This design comes from an exercise in tuning for small area, a short achievable clock period and few clock cycles per item on the open sky130 flow, not from production work. Where RTL was checked, it was by simulation tests only, not by an equivalence proof against the original. Power figures rest on the tool's default switching activity, not on a simulated workload.

## beacon_id_table_to_channel_mapper_unit
module beacon_id_table_to_channel_mapper_unit (
  input  logic         clk,
  input  logic         rst_n,
  input  logic         in_valid,
  output logic         in_ready,
  input  logic [1:0]   in_opcode,
  input  logic [7:0]   in_payload_length,
  input  logic [15:0]  in_company_id,
  input  logic [63:0]  in_sensor_id,
  input  logic [7:0]   in_accel_x,
  input  logic [7:0]   in_accel_y,
  input  logic [7:0]   in_accel_z,
  output logic         out_valid,
  input  logic         out_ready,
  output logic [3:0]   out_status,
  output logic [3:0]   out_entry_index,
  output logic [6:0]   out_channel_base,
  output logic [7:0]   out_x_positive,
  output logic [7:0]   out_x_negative,
  output logic [7:0]   out_y_positive,
  output logic [7:0]   out_y_negative,
  output logic [7:0]   out_z_positive,
  output logic [7:0]   out_z_negative,
  output logic         out_send_request,
  output logic         out_all_known_seen,
  input  logic         cfg_we,
  input  logic         cfg_wdata
);
  localparam int N = 16;
  localparam int RW = 4 + 4 + 1 + 1 + 1 + 24;
  logic [63:0]   id_mem [N];
  logic [N-1:0]  km_r;       
  logic [N-1:0]  tm_r;       
  logic [N-1:0]  seen_r;
  logic [N-1:0]  ma_r;       
  logic [N-1:0]  mb_r;       
  logic          out_en_r;
  logic          accept;
  logic          skid_next;
  assign in_ready = !skid_next;
  assign accept   = in_valid && !skid_next;
  logic          s2_v;
  logic [N-1:0]  s2_eq;
  logic          s2_eqp;
  logic [63:0]   s2_id;
  logic          s2_look, s2_short, s2_scan, s2_clear, s2_add;
  logic [23:0]   s2_acc;
  always_ff @(posedge clk) begin
    logic sight;
    sight = (in_opcode == 2'd0);
    for (int i = 0; i < N; i++) begin
      s2_eq[i] <= (id_mem[i] == in_sensor_id);
    end
    s2_eqp   <= (s2_id == in_sensor_id);
    s2_id    <= in_sensor_id;
    s2_look  <= sight && (in_payload_length >= 8'd21) && (in_company_id == 16'h015d);
    s2_short <= (in_payload_length < 8'd21);
    s2_scan  <= (in_opcode == 2'd1);
    s2_clear <= (in_opcode == 2'd2);
    s2_add   <= (in_opcode == 2'd3);
  ...
Settings: LEC_CHECK=0, CAP_MARGIN=20, CORE_MARGIN=2, CORE_UTILIZATION=40, CTS_BUF_LIST=sky130_fd_sc_hd__clkbuf_16, CTS_CLUSTER_DIAMETER=120, CTS_CLUSTER_SIZE=25, PLACE_DENSITY=0.8, SETUP_SLACK_MARGIN=2.5, SLEW_MARGIN=20; clock period 5.0 ns.
standard.sh (not shown) runs the stock make flow with config.mk's settings and CLKGATE_MAP_FILE= SYNTH_SCRIPT=/design/flow/synth_recipe.tcl, a recipe that flattens the netlist after the stock synthesis.
==> flow/flow/run.sh <==
#!/bin/bash
# The standard layout, except that the port buffers are buf_4 cells: left to itself
# buffer_ports picks a delay cell (clkdlybuf4s50_1) for every input and output port.
set -euo pipefail
export BUFFER_PORTS_ARGS="-buffer_cell sky130_fd_sc_hd__buf_4"
bash standard.sh > standard.log 2>&1
The baseline completed with no timing, DRC or antenna violations.
Next try:
Settings changed: CORE_UTILIZATION 40 to 60.
=> Setup slack got worse by 0.13 ns. First-iteration DRC count increases by 7.2%. Routed wire length decreases by 3.1%. Utilization increases by 21 points. Fmax decreases by 4.5%. Clock power decreases by 3.8%. Clock-buffer cell count decreases by 1. Hold slack improved by 0.016 ns. Power decreases by 1.1%.
No functional check of the RTL was part of any run of this note.

Another version of the RTL of beacon_id_table_to_channel_mapper_unit (not shown whole).
Size in the first run: ~3900 cells after synthesis, roughly 1300 flip-flops, roughly 56000 sq um of cells after synthesis.
==> flow/config.mk <==
export PLATFORM = sky130hd
export DESIGN_NAME = beacon_id_table_to_channel_mapper_unit
export DESIGN_NICKNAME = beacon_id_table_to_channel_mapper_unit
export VERILOG_FILES = /design/flow/design.v
export SDC_FILE = /design/flow/constraint.sdc
export NUM_CORES = 4
export LEC_CHECK = 0
export CAP_MARGIN = 20
export CORE_MARGIN = 2
export CORE_UTILIZATION = 40
export SETUP_SLACK_MARGIN = 2.5
export SLEW_MARGIN = 20
==> flow/constraint.sdc <==
create_clock -name core_clock -period 5.0 [get_ports {clk}]
set_input_delay 1.0000 -clock core_clock [delete_from_list [all_inputs] [get_ports {clk}]]
set_output_delay 1.0000 -clock core_clock [all_outputs]
set_load 0.01 [all_outputs]
Scripts as last shown in full above: flow/flow/run.sh
The first run completed without violations.
Testbench counts at the start, summed over its fixed seeds: cycles 4,816, items 4,800.
Then changed:
CTS_BUF_LIST = sky130_fd_sc_hd__clkbuf_16   (was unset)
CTS_CLUSTER_DIAMETER = 120   (was unset)
CTS_CLUSTER_SIZE = 25   (was unset)
SETUP_SLACK_MARGIN = 2.2   (was 2.5)
Effect: First-iteration DRC count climbs by 12%. Fmax falls by 9.4%. Core utilization went down by 3.2 points. Synthesized cell count stays the same. Total power fell by 18%. Final area went down by 6.6%. Clock-buffer cell count is lower by 138. Combinational power shrinks by about 7%.
Then changed:
ABC_CLOCK_PERIOD_IN_PS = 2000   (was unset)
CORE_UTILIZATION = 60   (was 40)
CTS_BUF_LIST = unset   (was sky130_fd_sc_hd__clkbuf_16)
CTS_CLUSTER_DIAMETER = unset   (was 120)
CTS_CLUSTER_SIZE = unset   (was 25)
SETUP_SLACK_MARGIN = 3.0   (was 2.2)
Outcome: The changed run completed without violations; first-iteration DRC count is higher by 24%; synthesized cell count does not change; via count is higher by 7.7%; synthesized area stays the same; sequential cell count does not change; sequential power barely changes; worst setup slack is better by 110 ps.
Then changed:
ABC_CLOCK_PERIOD_IN_PS = unset   (was 2000)
CORE_UTILIZATION = 40   (was 60)
CTS_BUF_LIST = sky130_fd_sc_hd__clkbuf_16   (was unset)
CTS_CLUSTER_DIAMETER = 120   (was unset)
CTS_CLUSTER_SIZE = 30   (was unset)
SETUP_SLACK_MARGIN = 2.5   (was 3.0)
Global-route usage goes down by 14 points. Utilization goes down by 28 points. Design area goes down by a few percent. Final cell count goes up by a little under a tenth. First-iteration DRC count goes down by a quarter to a third. Via count goes down by a few percent. Worst setup slack gets better by 50 ps. Non-clock buffer count goes down by 40. Synthesized cell count stays the same. Synthesized area stays the same.

Setup of garnet:
Another version of the RTL of beacon_id_table_to_channel_mapper_unit (not shown whole).
Size: ~3700 cells after synthesis, ~1300 flip-flops, ~190 I/O pins, roughly 0.055 sq mm of cells after synthesis.
Design beacon_id_table_to_channel_mapper_unit, start of the top module:
module beacon_id_table_to_channel_mapper_unit (
  input  logic         clk,
  input  logic         rst_n,
  input  logic         in_valid,
  output logic         in_ready,
  input  logic [1:0]   in_opcode,
  input  logic [7:0]   in_payload_length,
  input  logic [15:0]  in_company_id,
  input  logic [63:0]  in_sensor_id,
  input  logic [7:0]   in_accel_x,
  input  logic [7:0]   in_accel_y,
  input  logic [7:0]   in_accel_z,
  output logic         out_valid,
  input  logic         out_ready,
  output logic [3:0]   out_status,
  output logic [3:0]   out_entry_index,
  output logic [6:0]   out_channel_base,
  output logic [7:0]   out_x_positive,
  output logic [7:0]   out_x_negative,
  output logic [7:0]   out_y_positive,
  output logic [7:0]   out_y_negative,
  output logic [7:0]   out_z_positive,
  output logic [7:0]   out_z_negative,
  output logic         out_send_request,
  output logic         out_all_known_seen,
  input  logic         cfg_we,
  input  logic         cfg_wdata
);
Settings: LEC_CHECK=0, CAP_MARGIN=20, CORE_MARGIN=2, CORE_UTILIZATION=40, CTS_BUF_LIST=sky130_fd_sc_hd__clkbuf_16, CTS_CLUSTER_DIAMETER=120, CTS_CLUSTER_SIZE=25, PLACE_DENSITY=0.8, SETUP_SLACK_MARGIN=2.5, SLEW_MARGIN=20; clock period 5.0 ns.
==> flow/flow/run.sh <==
#!/bin/bash
# The standard layout, except for the port buffers: left to itself buffer_ports picks a
# delay cell (clkdlybuf4s50_1) for every port. Here every port gets a buf_4, and after global
# placement the input port buffers become buf_8 (flow/ports.tcl), as most input ports fan
# out to the 17 id comparators.
set -euo pipefail
export BUFFER_PORTS_ARGS="-buffer_cell sky130_fd_sc_hd__buf_4"
export POST_GLOBAL_PLACE_TCL="$PWD/flow/ports.tcl"
bash standard.sh > standard.log 2>&1
==> flow/flow/ports.tcl <==
# after global placement: the input port buffers (buf_4, from buffer_ports) become buf_8,
# as most input ports fan out to the 17 id comparators
set n_up 0
foreach port [get_ports -filter "direction == input"] {
  if {[get_full_name $port] == "clk"} { continue }
  foreach pin [get_pins -of_objects [get_nets [get_full_name $port]] -filter "direction == input"] {
    set inst [get_cells -of_objects $pin]
    if {[get_property $inst ref_name] == "sky130_fd_sc_hd__buf_4"} {
      replace_cell $inst sky130_fd_sc_hd__buf_8
      incr n_up
    }
  }
}
puts "flow/ports.tcl: $n_up input port buffers now buf_8"
Testbench counts of garnet, summed over its fixed seeds: cycles 4,816, items 4,800.
## Diff of input files: zinc against garnet
==> flow/flow/run.sh <==
#!/bin/bash
# The standard layout, except that the port buffers are buf_4 cells: left to itself
# buffer_ports picks a delay cell (clkdlybuf4s50_1) for every input and output port.
set -euo pipefail
export BUFFER_PORTS_ARGS="-buffer_cell sky130_fd_sc_hd__buf_4"
bash standard.sh > standard.log 2>&1
-- flow/config.mk --
<<< garnet, line 13
export CTS_CLUSTER_SIZE = 25
export PLACE_DENSITY = 0.8
export SETUP_SLACK_MARGIN = 2.5
export SLEW_MARGIN = 20
>>> zinc, line 13
export CTS_CLUSTER_SIZE = 25
export PLACE_DENSITY = 0.8
export SETUP_SLACK_MARGIN = 2.8
export SLEW_MARGIN = 20
removed: flow/flow/ports.tcl
- zinc vs. garnet: cell area after layout went up by about 2.8%.
- Compared with garnet, zinc shows number of DRC markers in iteration 0 that has gone up by a few percent.
- The lower met1 layer wirelength in the final routing came out of garnet.
- garnet has lower routed via count divided by cell count than zinc.
- In zinc, cell count along the critical path is higher than in garnet.

Another version of the RTL of beacon_id_table_to_channel_mapper_unit (not shown whole).
For scale: ~3700 cells after synthesis, ~1300 flip-flops, about 190 I/O pins, about 55000 um^2 of cells after synthesis.
==> flow/config.mk <==
export PLATFORM = sky130hd
export DESIGN_NAME = beacon_id_table_to_channel_mapper_unit
export DESIGN_NICKNAME = beacon_id_table_to_channel_mapper_unit
export VERILOG_FILES = /design/flow/design.v
export SDC_FILE = /design/flow/constraint.sdc
export NUM_CORES = 4
export LEC_CHECK = 0
export CAP_MARGIN = 20
export CORE_MARGIN = 2
export CORE_UTILIZATION = 40
export CTS_BUF_LIST = sky130_fd_sc_hd__clkbuf_16
export CTS_CLUSTER_DIAMETER = 120
export CTS_CLUSTER_SIZE = 25
export PLACE_DENSITY = 0.8
export SETUP_SLACK_MARGIN = 2.65
export SLEW_MARGIN = 20
export TNS_END_PERCENT = 30
==> flow/constraint.sdc <==
create_clock -name core_clock -period 5.0 [get_ports {clk}]
set_input_delay 1.0000 -clock core_clock [delete_from_list [all_inputs] [get_ports {clk}]]
set_output_delay 1.0000 -clock core_clock [all_outputs]
set_load 0.01 [all_outputs]
==> flow/flow/run.sh <==
#!/bin/bash
# The standard layout, except that the port buffers are buf_4 cells: left to itself
# buffer_ports picks a delay cell (clkdlybuf4s50_1) for every input and output port.
set -euo pipefail
export BUFFER_PORTS_ARGS="-buffer_cell sky130_fd_sc_hd__buf_4"
bash standard.sh > standard.log 2>&1
The first run completed without violations.
Testbench counts at the start, summed over its fixed seeds: cycles 4,816, items 4,800.
Edit:
- CORE_UTILIZATION: 40 -> 48
- SETUP_SLACK_MARGIN: 2.65 -> 2.5
- TNS_END_PERCENT: 30 -> unset
After rerunning: Cell count fell by 4.4%. Wire length came out lower by 3.5%. Sequential power hardly moves. Cell area goes down by about 0.9%. Combinational power stays flat. Global-route usage came out higher by 3.8 points. Total power came out lower by 0.49%.
Edit:
- CORE_UTILIZATION: 48 -> 40
- CTS_BUF_LIST: sky130_fd_sc_hd__clkbuf_16 -> sky130_fd_sc_hd__clkbuf_8 sky130_fd_sc_hd__clkbuf_16
What happened: Setup slack gets better by 0.031 ns; cell area increases slightly; total power increases slightly; die area increases by about a fifth; hold slack gets worse by 0.0037 ns; fmax increases slightly; register-to-register slack gets better by 0.03 ns; critical path depth increases by 1; via count increases slightly; combinational power is about the same.
Edit:
- CTS_BUF_LIST: sky130_fd_sc_hd__clkbuf_8 sky130_fd_sc_hd__clkbuf_16 -> sky130_fd_sc_hd__clkbuf_16
- PLACE_DENSITY: 0.8 -> 0.9
Outcome: The changed run completed with no timing, DRC or antenna violations; combinational power rose by about 3%; setup slack degrades by 0.054 ns; register-to-register slack degrades by 0.05 ns; routed wire length rose by 1.4%; clock skew rose by 0.017 ns; sequential cell count stays the same; die area is unchanged; final cell count is about the same; hold slack degrades by 0.0049 ns; non-clock buffer count rose by 3; power rose by 0.38%.

[static timing again, ports no longer ideal]
In the flow no input, the clock included, has a driving cell. The finished layouts below were timed again as built, in two steps.
Step 1 assumes that a clkbuf_16 drives the clock port and a buf_2 every other input.
Step 2 also shifts input and output timing later by t, the mid clock arrival at the registers, as if the neighbouring blocks saw the same clock.
Three values: ideal, step 1, step 2; two values: the first two.
| run | t (ns) | slack for setup (ns) | worst hold slack (ns) |
|---|---|---|---|
| the first run of note 1 | 0.802 | 2.165 / 2.165 / 1.572 | 0.387 / 0.345 / 0.449 |
| the second run of note 1 | 0.746 | 2.032 / 2.032 / 1.732 | 0.403 / 0.367 / 0.435 |
| the first run of note 2 | 0.845 | 2.420 / 2.420 / 1.658 | 0.323 / 0.272 / 0.440 |
| the second run of note 2 | 0.800 | 2.154 / 2.204 / 1.403 | 0.341 / 0.293 / 0.466 |
| the third run of note 2 | 0.823 | 2.262 / 2.262 / 2.044 | 0.346 / 0.306 / 0.438 |
| the fourth run of note 2 | 0.783 | 2.311 / 2.311 / 1.703 | 0.355 / 0.308 / 0.451 |
| garnet | 0.799 | 2.385 / 2.392 / 1.593 | 0.384 / 0.369 / 0.440 |
| zinc | 0.799 | 2.423 / 2.423 / 1.908 | 0.424 / 0.367 / 0.452 |
| the first run of note 4 | 0.782 | 2.312 / 2.312 / 1.918 | 0.391 / 0.349 / 0.458 |
| the second run of note 4 | 0.768 | 2.362 / 2.362 / 2.063 | 0.397 / 0.358 / 0.445 |
| the third run of note 4 | 0.785 | 2.393 / 2.393 / 1.895 | 0.393 / 0.346 / 0.446 |
| the fourth run of note 4 | 0.772 | 2.339 / 2.339 / 1.769 | 0.388 / 0.356 / 0.440 |
After both steps every run listed still meets setup and hold. The setup slack of garnet, which loses most, moves by +0.007 ns with the drivers and by -0.792 ns with both steps.
